From an optimization exercise on the open Yosys and OpenROAD flow, aimed at small area; shortcuts taken in it are not production practice. Function was checked by simulation only, so behaviour that the tests miss may differ from the original. The flow treats the clock pin as an ideal source, which a real chip does not have. Power figures rest on the tool's default switching activity, not on a simulated workload.

==> inputs of 11-04 <==
Design bram_512x8_sdp, start of the top module:
module bram_512x8_sdp (
  input  logic                     clock,
  input  logic                     rst_n,
  input  bram_pkg::bram512_addr_t  raddr,
  output bram_pkg::bram512_data_t  rdata,
  input  bram_pkg::bram512_addr_t  waddr,
  input  bram_pkg::bram512_data_t  wdata,
  input  logic                     wren
);
clock: 8.0 ns
lec_check: 0
cap_margin: 20
cell_pad_in_sites_detail_placement: 1
cell_pad_in_sites_global_placement: 1
core_margin: 2
core_utilization: 45
slew_margin: 20
synth_hierarchical: 1
standard.sh (not shown) runs the stock make flow with config.mk's settings and CLKGATE_MAP_FILE= SYNTH_SCRIPT=/design/flow/synth_recipe.tcl, a recipe that flattens the netlist after the stock synthesis.
==> flow/flow/run.sh <==
#!/bin/bash
# Layout flow: the standard synthesis and layout, with
# - gates that synthesis upsized set back to drive 1 after floorplan,
# - a clock tree built from larger sink clusters and no dummy loads, with
#   the buffers that drive a slow clock edge upsized,
# - the smallest buffer on the ports,
# - an extra antenna repair with a margin after global routing.
# Each step's full output goes to ORFS's own per-step logs under orfs/logs/,
# and make's output to the log_*.txt files here.
set -euo pipefail

CTS="-sink_clustering_enable -repair_clock_nets -dont_use_dummy_load"
CTS="$CTS -buf_list {sky130_fd_sc_hd__clkbuf_8 sky130_fd_sc_hd__clkbuf_16}"
CTS="$CTS -sink_clustering_size 20 -sink_clustering_max_diameter 60"
CTS="$CTS -sink_buffer_max_cap_derate 1.0"

bash standard.sh synth > log_synth.txt 2>&1
bash standard.sh "CTS_ARGS=$CTS" \
  "BUFFER_PORTS_ARGS=-buffer_cell sky130_fd_sc_hd__buf_2" \
  "POST_FLOORPLAN_TCL=$PWD/flow/downsize.tcl" \
  "POST_CTS_TCL=$PWD/flow/clkfix.tcl" \
  "POST_GLOBAL_ROUTE_TCL=$PWD/flow/grt_post.tcl" \
  finish > log_layout.txt 2>&1
==> flow/flow/clkfix.tcl <==
# Post-CTS hook: clock slew limits for clkfix_proc.tcl (ns, placement estimate).
set ::clkfix_in_lim 0.12
set ::clkfix_lim 0.105
source [file join [file dirname [info script]] clkfix_proc.tcl]
==> flow/flow/clkfix_proc.tcl <==
proc clkfix_pass { pins lim } {
  set block [ord::get_db_block]
  set db [ord::get_db]
  array set up {
    sky130_fd_sc_hd__clkbuf_2 sky130_fd_sc_hd__clkbuf_4
    sky130_fd_sc_hd__clkbuf_4 sky130_fd_sc_hd__clkbuf_8
    sky130_fd_sc_hd__clkbuf_8 sky130_fd_sc_hd__clkbuf_16
  }
  set drivers {}
  foreach pin $pins {
    if {[get_property $pin slew_max] > $lim} {
      foreach d [get_pins -of_objects [get_nets -of_objects $pin] -filter "direction == output"] {
        lappend drivers [get_full_name [get_cells -of_objects $d]]
      }
    }
  }
  set n 0
  foreach name [lsort -unique $drivers] {
    set inst [$block findInst $name]
    if {$inst eq "NULL"} { continue }
    set m [[$inst getMaster] getName]
    if {[info exists up($m)]} {
      $inst swapMaster [$db findMaster $up($m)]
      incr n
    }
  }
  estimate_parasitics -placement
  return $n
}
proc clkbuf_inputs { } {
  set pins {}
  foreach c [get_cells -hierarchical *] {
    if {[string match *clkbuf* [get_property $c ref_name]]} {
      lappend pins {*}[get_pins -of_objects $c -filter "direction == input"]
    }
  }
  return $pins
}
estimate_parasitics -placement
for {set i 0} {$i < 4} {incr i} {
  set n [clkfix_pass [clkbuf_inputs] $::clkfix_in_lim]
  puts "clkfix: $n tree buffers upsized (input slew limit $::clkfix_in_lim ns)"
  if {$n == 0} { break }
}
for {set i 0} {$i < 3} {incr i} {
  set n [clkfix_pass [get_pins -hierarchical */CLK] $::clkfix_lim]
  puts "clkfix: $n leaf buffers upsized (clock pin slew limit $::clkfix_lim ns)"
  if {$n == 0} { break }
}
detailed_placement
check_placement -verbose
==> flow/flow/grt_post.tcl <==
# After global routing: repair antennas again with a ratio margin, so the
# detailed router's own antenna check finds none and need not route twice.
repair_antennas -iterations 5 -ratio_margin 70
check_placement -verbose
Other scripts of this flow, unchanged in this note and not shown: flow/flow/downsize.tcl
==> 02-24: changes against 11-04 <==
--- a/flow/flow/run.sh
+++ b/flow/flow/run.sh
@@ -5,5 +5,5 @@
 #   the buffers that drive a slow clock edge upsized,
 # - the smallest buffer on the ports,
-# - an extra antenna repair with a margin after global routing.
+# - an extra antenna repair (layer jumpers) with a margin after global routing.
 # Each step's full output goes to ORFS's own per-step logs under orfs/logs/,
 # and make's output to the log_*.txt files here.
==> flow/flow/clkfix.tcl (replaced) <==
# Post-CTS hook: clock slew limits for clkfix_proc.tcl (ns, placement estimate).
set ::clkfix_in_lim 0.3
set ::clkfix_lim 0.114
source [file join [file dirname [info script]] clkfix_proc.tcl]
--- a/flow/flow/clkfix_proc.tcl
+++ b/flow/flow/clkfix_proc.tcl
@@ -43,9 +43,17 @@
   if {$n == 0} { break }
 }
-for {set i 0} {$i < 3} {incr i} {
-  set n [clkfix_pass [get_pins -hierarchical */CLK] $::clkfix_lim]
-  puts "clkfix: $n leaf buffers upsized (clock pin slew limit $::clkfix_lim ns)"
-  if {$n == 0} { break }
+# Legalizing moves cells and so changes the wires a little: fix, legalize and
+# check again until no clock buffer needs a larger drive.
+for {set r 0} {$r < 3} {incr r} {
+  set total 0
+  for {set i 0} {$i < 3} {incr i} {
+    set n [clkfix_pass [get_pins -hierarchical */CLK] $::clkfix_lim]
+    puts "clkfix: $n leaf buffers upsized (clock pin slew limit $::clkfix_lim ns)"
+    incr total $n
+    if {$n == 0} { break }
+  }
+  if {$r > 0 && $total == 0} { break }
+  detailed_placement
+  estimate_parasitics -placement
 }
-detailed_placement
 check_placement -verbose
==> flow/flow/grt_post.tcl (replaced) <==
# After global routing: repair antennas again with a ratio margin, by layer
# jumpers only, so the detailed router's own antenna check finds few and
# need not route twice.
repair_antennas -iterations 5 -ratio_margin 50 -jumper_only
check_placement -verbose
==> results.py <==
metrics = {
    "finish": {
        "multi_input_area_sq_um": 46640,
        "nonClkBufAreaFrac_pct": 2.294,
        "sh_seq_area_pct": 56.86,
    },
    "pwr": {
        "switching_power_mw": 7.470,
        "seqPwrFrac_pct": 62.3,
        "pg_clk_mw": 11.9,
        "internal-power_mw": 25.97,
    },
    "route": {
        "wl_um": 586900,
        "vias": 121400,
    },
    "sta": {
        "final.min_clock_period_ps": 6566,
        "slew_violations": 122,
    },
    "job": {
        "max_cap_viol_count": 3,
    },
    "run_status": {
        "status": "complete, but fails checks",
        "violatedChecks": "capacitance limit, slew limit",
    },
    "critical_path": {
        "slowest_stage": "nand4_1",
    },
}
the above is filed under 11-04

==> results.py <==
metrics = {
    "run_status": {
        "status": "complete, no violations",
    },
    "floorplan": {
        "io_pins": 37,
    },
    "route": {
        "vias": 119700,
        "wl_um": 581800,
        "dr_wl_met2_um": 256500,
    },
    "place": {
        "place_inst": 15190,
    },
    "finish": {
        "multi_input_area_sq_um": 46650,
        "nonClkBufAreaFrac_pct": 2.331,
        "sh_seq_area_pct": 57.79,
        "buffers": 394,
        "comb.multi_input.count": 6863,
    },
    "sta": {
        "slew_violations": 0,
        "final.min_clock_period_ps": 5643,
    },
    "pwr": {
        "pwr-share-comb_pct": 2.0,
        "switching_power_mw": 7.316,
        "internal-power_mw": 25.05,
        "pg_clk_mw": 10.9,
    },
    "synth": {
        "ys_async_sr_fraction_pct": 0.1949,
        "synthesis.area_sq_um": 129300,
    },
    "critical_path": {
        "path_depth": 12,
        "slowest_stage": "o31ai_1",
    },
    "clocking": {
        "insertion_delay_ps": 990,
    },
}
the above is filed under 02-24

==> static timing again, ports no longer ideal <==
The results above use ideal ports. As a check the final layouts listed here were re-extracted and re-timed, cells and wires unchanged.
Step 1: set_driving_cell puts a clkbuf_16 on clock and a buf_2 on each other input, an assumption about the parent block.
Step 2 also shifts input and output timing later by t, the mid clock arrival at the registers, as if the neighbouring blocks saw the same clock.
a / b / c = ideal ports / drivers / drivers and shift; a / b = the first two.
| run | shift t [ns] | slack for setup (ns) | worst register clock-pin slew, ns |
|---|---|---|---|
| 11-04 | 1.024 | 1.434 / 1.518 / 0.495 | 0.11 / 0.11 |
| 02-24 | 1.054 | 2.357 / 2.435 / 1.380 | 0.12 / 0.12 |
For 02-24, which loses most, drivers alone change the setup slack by +0.078 ns; drivers and shift together by -0.977 ns.
